Context: an optimization exercise on an open-source flow, tuned for a short achievable clock period and few clock cycles. The choices shown serve that exercise and are no tape-out recipe. The RTL was checked by simulation tests, not by an equivalence proof against the original design.

== pepper ==
## cnn_top
module cnn_top
(
  input  logic              clk,
  input  logic              rst_n,
  input  logic [ADDR_W-1:0] cfg_addr_x,
  input  logic [ADDR_W-1:0] cfg_addr_y,
  input  logic [ADDR_W-1:0] cfg_addr_bias,
  input  logic [ADDR_W-1:0] cfg_addr_z,
  input  logic [DIM_W-1:0]  cfg_x_rows,
  input  logic [DIM_W-1:0]  cfg_x_cols,
  input  logic              go,
  output logic              done,
  output logic              busy,
  output logic              rd_req,
  output logic [ADDR_W-1:0] rd_addr,
  input  logic              rd_ack,
  input  logic [WORD_W-1:0] rd_data,
  output logic              wr_req,
  output logic [ADDR_W-1:0] wr_addr,
  output logic [WORD_W-1:0] wr_data,
  input  logic              wr_ack
);
==> flow/config.mk <==
export PLATFORM = sky130hd
export DESIGN_NAME = cnn_top
export DESIGN_NICKNAME = cnn_top
export VERILOG_FILES = /design/flow/design.v
export SDC_FILE = /design/flow/constraint.sdc
export NUM_CORES = 4
export LEC_CHECK = 0
export ABC_CLOCK_PERIOD_IN_PS = 4000
export CAP_MARGIN = 20
export CORE_MARGIN = 2
export CORE_UTILIZATION = 45
export SETUP_SLACK_MARGIN = 5
export SLEW_MARGIN = 20
==> flow/constraint.sdc <==
create_clock -name core_clock -period 11.0 [get_ports {clk}]
set_input_delay 2.2000 -clock core_clock [delete_from_list [all_inputs] [get_ports {clk}]]
set_output_delay 2.2000 -clock core_clock [all_outputs]
set_load 0.01 [all_outputs]
standard.sh (not shown) runs the stock make flow with config.mk's settings and CLKGATE_MAP_FILE= SYNTH_SCRIPT=/design/flow/synth_recipe.tcl, a recipe that flattens the netlist after the stock synthesis.
==> flow/flow/run.sh <==
#!/bin/bash
# Standard layout, with faster port buffers and timing repair aimed below the clock period.
set -euo pipefail
bash standard.sh finish \
  SETUP_SLACK_MARGIN=6.4 \
  "BUFFER_PORTS_ARGS=-buffer_cell sky130_fd_sc_hd__buf_4" \
  > standard_flow.log 2>&1
Testbench counts of pepper, summed over its fixed seeds: cycles 11,262.
> inputs changed (pepper -> cedar)
--- a/flow/design.v
+++ b/flow/design.v
@@ -342,17 +342,16 @@
       c_last <= rcap && (phase == 3'd5) && !more_next;
       c_mask <= bvalid;
     end
   end
   logic [127:0]      wgt;     
   logic [31:0]       bias;
   logic [3:0][47:0]  bo;      
   logic [10:0]       nsum;    
-  logic [3:0][8:0]   nsumc;   
   logic [31:0]       biasp;   
   logic              hneg0, hneg1, hzero0, hzero1;
   always_ff @(posedge clk)
   begin
     if (c_w)
       wgt[32*c_k +: 32] <= rdq;
     if (c_b)
       bias <= rdq;
@@ -373,25 +372,18 @@
           b1 = w9[2*d + 1];
           b2 = w9[2*d + 2];
           bo[j][12*k + 3*d + 0] <= b1 ^ b0;
           bo[j][12*k + 3*d + 1] <= (b2 & !b1 & !b0) | (!b2 & b1 & b0);
           bo[j][12*k + 3*d + 2] <= b2 & !(b1 & b0);
         end
       end
     for (int j = 0; j < 4; j++)
-    begin
-      logic [8:0] nc;
-      nc = '0;
       for (int k = 0; k < 4; k++)
-        nc = nc + 9'({1'b0, bo[j][12*k + 11], 1'b0, bo[j][12*k + 8], 1'b0, bo[j][12*k + 5], 1'b0, bo[j][12*k + 2]});
-      nsumc[j] <= nc;
-    end
-    for (int j = 0; j < 4; j++)
-      n = n + 11'(nsumc[j]);
+        n = n + 11'({1'b0, bo[j][12*k + 11], 1'b0, bo[j][12*k + 8], 1'b0, bo[j][12*k + 5], 1'b0, bo[j][12*k + 2]});
     nsum  <= n;
     biasp <= bias - {nsum, 9'd0} + 32'(nsum);
     hneg0  <= biasp[31];
     hneg1  <= (biasp[31] && (biasp[31:20] != 12'hfff)) || (biasp[31:20] == 12'h7ff);
     hzero0 <= biasp[31:20] == 12'h000;
     hzero1 <= biasp[31:20] == 12'hfff;
   end
   logic [31:0][23:0] colq;
### Flow results
Diff pepper -> cedar: number of distinct standard cells referenced by the synthesized netlist up 3, via count of the routed design up 1.4%.
Post-synthesis to final-layout area growth was higher in the run labelled cedar.
Relative to pepper, the slew at the pin with the worst max-slew slack of cedar is higher by 77 ps.
wr_ack as the timing startpoint of the critical path was reported by pepper, and bo[152] by cedar.
Summary of the comparison: critical path required time is higher in cedar, relative to pepper.
Diff pepper..cedar | layout filler cell count | negligible
Comparing pepper and cedar, proportion of final cell area spent on non-clock buffers is lower on pepper.
cedar vs pepper — synthesized area dropped 0.85%.
As far as overall routing resource usage is concerned, cedar and pepper perform about the same.
Number of post-CTS setup repair buffers (cedar over pepper): increase, 17
Reported for pepper and cedar, H-tree depth turned out identical to the last digit.
cedar ends up with a clock period minus final worst setup slack that is 36 ps higher than in pepper.
Testbench counts of cedar, summed over its fixed seeds: cycles 11,262.

afterwards: timing with drivers on the ports:
How much do the figures lean on ideal ports? The routed layouts below were timed once more, with nothing changed but the port constraints. Step 1, drivers: a clkbuf_16 drives clk and a buf_2 each remaining input, both assumed. Step 2, shift: input delay + t, output delay - t, t = (earliest + latest rising clock arrival at the registers) / 2. This alone moves slack from input paths to output paths. Three values: no drivers, after step 1, after step 2; two values: the first two.
run	shift t [ns]	setup slack, ns	worst data-port slew with drivers (ns)	cell pins on the clock port's net
pepper	1.157	6.274 / 6.232 / 5.757	0.18	1
cedar	1.179	6.239 / 6.201 / 5.507	0.27	1
After both steps every run listed still meets setup and hold. The setup slack of cedar, which loses most, moves by -0.038 ns with the drivers and by -0.732 ns with both steps.
